Context: an optimization exercise on an open-source flow, tuned for small area and a short achievable clock period. The choices shown serve that exercise and are no tape-out recipe.
Where RTL was checked, it was by simulation tests only, not by an equivalence proof against the original.
No activity file was given, so power comes from the tool's default toggle rates.

Setup of run 1:
==> flow/design.v (excerpt) <==
module barrett_top (
  input  logic        clk_i,
  input  logic        rst_ni,
  input  logic        cfg_we_i,
  input  logic [47:0] cfg_i,         
  input  logic        in_valid_i,
  input  logic [35:0] in_i,          
  output logic        out_valid_o,
  output logic [19:0] out_o          
);
  logic [3:0]  cfg_s;
  logic [15:0] cfg_q;
  logic [8:0]  m1_one, m1_two, m2_one;
  logic [7:0]  m1_neg, m2_two, m2_neg;
  barrett_cfg barrett_cfg_i (
    .clk_i    (clk_i),
    .cfg_we_i (cfg_we_i),
    .q_i      (cfg_i[47:32]),
    .mu_i     (cfg_i[31:0]),
    .s_o      (cfg_s),
    .q_o      (cfg_q),
    .m1_one_o (m1_one),
    .m1_two_o (m1_two),
    .m1_neg_o (m1_neg),
    .m2_one_o (m2_one),
    .m2_two_o (m2_two),
    .m2_neg_o (m2_neg)
  );
  barrett_reduce barrett_reduce_i (
    .clk_i       (clk_i),
    .rst_ni      (rst_ni),
    .s_i         (cfg_s),
    .q_i         (cfg_q),
    .m1_one_i    (m1_one),
    .m1_two_i    (m1_two),
    .m1_neg_i    (m1_neg),
    .m2_one_i    (m2_one),
    .m2_two_i    (m2_two),
  ...
clock: 7.0 ns
lec_check: 0
cap_margin: 10
core_margin: 2
core_utilization: 65
cts_buf_list: sky130_fd_sc_hd__clkbuf_8
cts_cluster_diameter: 45
cts_cluster_size: 20
place_density: 0.75
setup_slack_margin: 4.1
slew_margin: 10
standard.sh (not shown) runs the stock make flow with config.mk's settings and CLKGATE_MAP_FILE= SYNTH_SCRIPT=/design/flow/synth_recipe.tcl, a recipe that flattens the netlist after the stock synthesis.
==> flow/flow/run.sh <==
#!/bin/bash
# The standard layout, with plain buf_1 cells (not clkdlybuf4s50_1) as the
# port buffers that ORFS inserts before global placement. make's full output
# goes to standard.log; each ORFS step also keeps its own log under orfs/logs.
set -euo pipefail
export BUFFER_PORTS_ARGS="-buffer_cell sky130_fd_sc_hd__buf_1"
bash standard.sh > standard.log 2>&1
Relative to run 1, the following input files were edited for run 2:
- a change of SLEW_MARGIN from 10 to 20
- a change of CAP_MARGIN from 10 to 20
- a change of CTS_CLUSTER_SIZE from 20 to 40
- a deleted CTS_CLUSTER_DIAMETER that had been 45
- a change of SETUP_SLACK_MARGIN from 4.1 to 4.25
[summary]
- Per the comparison of run 2 with run 1, final total power went up, overall global routing resource usage moved up, per-cell routed wire length saw an increase, worst hold slack now sits higher, synthesized net count now sits at about the same level.
- Re utilization of the core after routing: run 1 was lower than run 2.
- Relative to run 1, first-pass GRT wire length has gone up in run 2.
diff inputs: run 2 => run 3
- swapping sky130_fd_sc_hd__clkbuf_8 for sky130_fd_sc_hd__clkbuf_16 in CTS_BUF_LIST
- swapping 4.25 for 4.1 in SETUP_SLACK_MARGIN
- swapping 40 for 30 in CTS_CLUSTER_SIZE
- putting CTS_CLUSTER_DIAMETER at 60 where nothing was set
## What came out
- Register area essentially unchanged between run 2 and run 3.
- Via count (higher): run 2
- Of the two values seen for master of the slowest instance on the critical path, edfxtp_1 was produced by run 3 and fa_1 by run 2.
- Non-clock buffer count in run 3 is 12% below run 2.
The inputs of run 4 differ from those of run 3 as listed below.
- changing CTS_CLUSTER_SIZE from 30 to 40
- removing CTS_CLUSTER_DIAMETER (formerly 60)
- changing CTS_BUF_LIST from sky130_fd_sc_hd__clkbuf_16 to sky130_fd_sc_hd__clkbuf_8
- changing CORE_UTILIZATION from 65 to 75
- changing PLACE_DENSITY from 0.75 to 0.82
==> comparison <==
Of run 4 and run 3, the lower final period utilization belongs to run 3. The lower placed instance count came out of run 4. Run 4 gives more critical path data arrival time than run 3 did.

---

barrett_top, a different RTL version from the one above (not shown whole).
For scale: about 1900 cells after synthesis, roughly 320 flip-flops, about 110 I/O pins.
Settings: LEC_CHECK=0, CAP_MARGIN=20, CORE_MARGIN=2, CORE_UTILIZATION=65, CTS_BUF_LIST=sky130_fd_sc_hd__clkbuf_8, CTS_CLUSTER_DIAMETER=45, CTS_CLUSTER_SIZE=20, PLACE_DENSITY=0.75, SETUP_SLACK_MARGIN=4.1, SLEW_MARGIN=20; clock period 7.0 ns.
Scripts as last shown in full above: flow/flow/run.sh
The baseline ran to the end with no violations.
==> next run, changes <==
CTS_CLUSTER_DIAMETER = 40   (was 45)
CTS_CLUSTER_SIZE = 16   (was 20)
What happened: Setup slack gets worse by 0.021 ns; sequential cell count is unchanged; worst hold slack gets worse by 0.0032 ns.
Function was not checked in any run of this note: the RTL went through the layout flow alone.

---

RTL: one of the versions met above, not the one the previous note started from.
Size in the first run: roughly 330 flip-flops, ~110 I/O pins, about 20000 µm² of cells after synthesis.
==> flow/config.mk <==
export PLATFORM = sky130hd
export DESIGN_NAME = barrett_top
export DESIGN_NICKNAME = barrett_top
export VERILOG_FILES = /design/flow/design.v
export SDC_FILE = /design/flow/constraint.sdc
export NUM_CORES = 4
export LEC_CHECK = 0
export CAP_MARGIN = 20
export CORE_MARGIN = 2
export CORE_UTILIZATION = 65
export CTS_BUF_LIST = sky130_fd_sc_hd__clkbuf_8
export CTS_CLUSTER_SIZE = 40
export PLACE_DENSITY = 0.75
export SETUP_SLACK_MARGIN = 4.1
export SLEW_MARGIN = 20
==> flow/constraint.sdc <==
create_clock -name core_clock -period 7.0 [get_ports {clk_i}]
set_input_delay 1.4000 -clock core_clock [delete_from_list [all_inputs] [get_ports {clk_i}]]
set_output_delay 1.4000 -clock core_clock [all_outputs]
set_load 0.01 [all_outputs]
run.sh (not shown) runs the stock make flow with config.mk's settings and CLKGATE_MAP_FILE= SYNTH_SCRIPT=/design/flow/synth_recipe.tcl, a recipe that flattens the netlist after the stock synthesis.
Stock flow here: none of the scripts above is used.
The baseline completed with no timing, DRC or antenna violations.
Rerun with:
==> flow/flow/run.sh (new file) <==
#!/bin/bash
# The standard layout, with plain buf_1 cells (not clkdlybuf4s50_1) as the
# port buffers that ORFS inserts before global placement. make's full output
# goes to standard.log; each ORFS step also keeps its own log under orfs/logs.
set -euo pipefail
export BUFFER_PORTS_ARGS="-buffer_cell sky130_fd_sc_hd__buf_1"
bash standard.sh > standard.log 2>&1
==> flow/standard.sh (new file) <==
#!/bin/bash
# synth_recipe.tcl (not shown) runs the flow's synth.tcl, then flattens the netlist and writes it again
# the make line also repeats each setting of config.mk as NAME=value (left out here)
make -C /OpenROAD-flow-scripts/flow DESIGN_CONFIG=/design/flow/config.mk WORK_HOME=/design/flow/orfs CLKGATE_MAP_FILE= SYNTH_SCRIPT=/design/flow/synth_recipe.tcl "${@:-finish}"
PLACE_DENSITY = not set   (was 0.75)
removed: flow/run.sh
Non-clock buffer count increases by 9.
Clock power decreases by about 3%.
Count of clock-buffer cells in the layout decreases by 12.
Wire length barely changes.
Core utilization decreases by 2.0 points.
Die area does not change.
Register-to-register slack stays flat.
Synthesized cell count is unchanged.
Total power decreases by 0.73%.
Cell area decreases by 2.5%.
Rerun with:
CTS_CLUSTER_DIAMETER = 45   (was not set)
CTS_CLUSTER_SIZE = 20   (was 40)
PLACE_DENSITY = 0.75   (was not set)
SETUP_SLACK_MARGIN = 4.0   (was 4.1)
Outcome:
- The changed run completed without violations
- cell area went down by 2.7%
- routed wire length went down by 4.2%
- power went down by 3.1%
- register-to-register slack is worse by 120 ps
Rerun with:
SETUP_SLACK_MARGIN = 4.1   (was 4.0)
What happened: Clock power stays flat; sequential share of layout area came out lower by 0.36 points; wire length rises by a few percent; sequential power is about the same; worst setup slack improved by 120 ps.

re-timing with driven ports:
How much do the figures lean on ideal ports? The routed layouts below were timed once more, with nothing changed but the port constraints.
Step 1, drivers: a clkbuf_16 drives clk_i and a buf_2 each remaining input, both assumed.
Step 2 adds t to the input delays and takes it off the output delays; t is the mean of the earliest and latest rising clock arrival at the registers after step 1. Input paths then give back, and output paths get back, about the clock's delay inside the block.
a / b / c = no drivers / after step 1 / after step 2; a / b = the first two.
run | t, ns | slack for setup (ns) | cell pins on the clock port's net
run 1 | 0.611 | 3.942 / 3.942 / 3.942 | 1
run 2 | 0.626 | 4.047 / 4.047 / 4.047 | 1
run 3 | 0.611 | 4.034 / 4.034 / 4.034 | 1
run 4 | 0.635 | 3.930 / 3.930 / 3.930 | 1
the first run of note 2 | 0.603 | 3.867 / 3.867 / 3.867 | 1
the second run of note 2 | 0.595 | 3.846 / 3.846 / 3.846 | 1
the first run of note 3 | 0.636 | 4.049 / 4.049 / 3.910 | 1
the second run of note 3 | 0.619 | 4.037 / 4.037 / 4.037 | 1
the third run of note 3 | 0.601 | 3.915 / 3.915 / 3.915 | 1
the fourth run of note 3 | 0.589 | 4.032 / 4.032 / 4.032 | 1
After both steps every run listed still meets setup and hold. For the first run of note 3, which loses most, drivers alone change the setup slack by 0.000 ns; drivers and shift together by -0.139 ns.
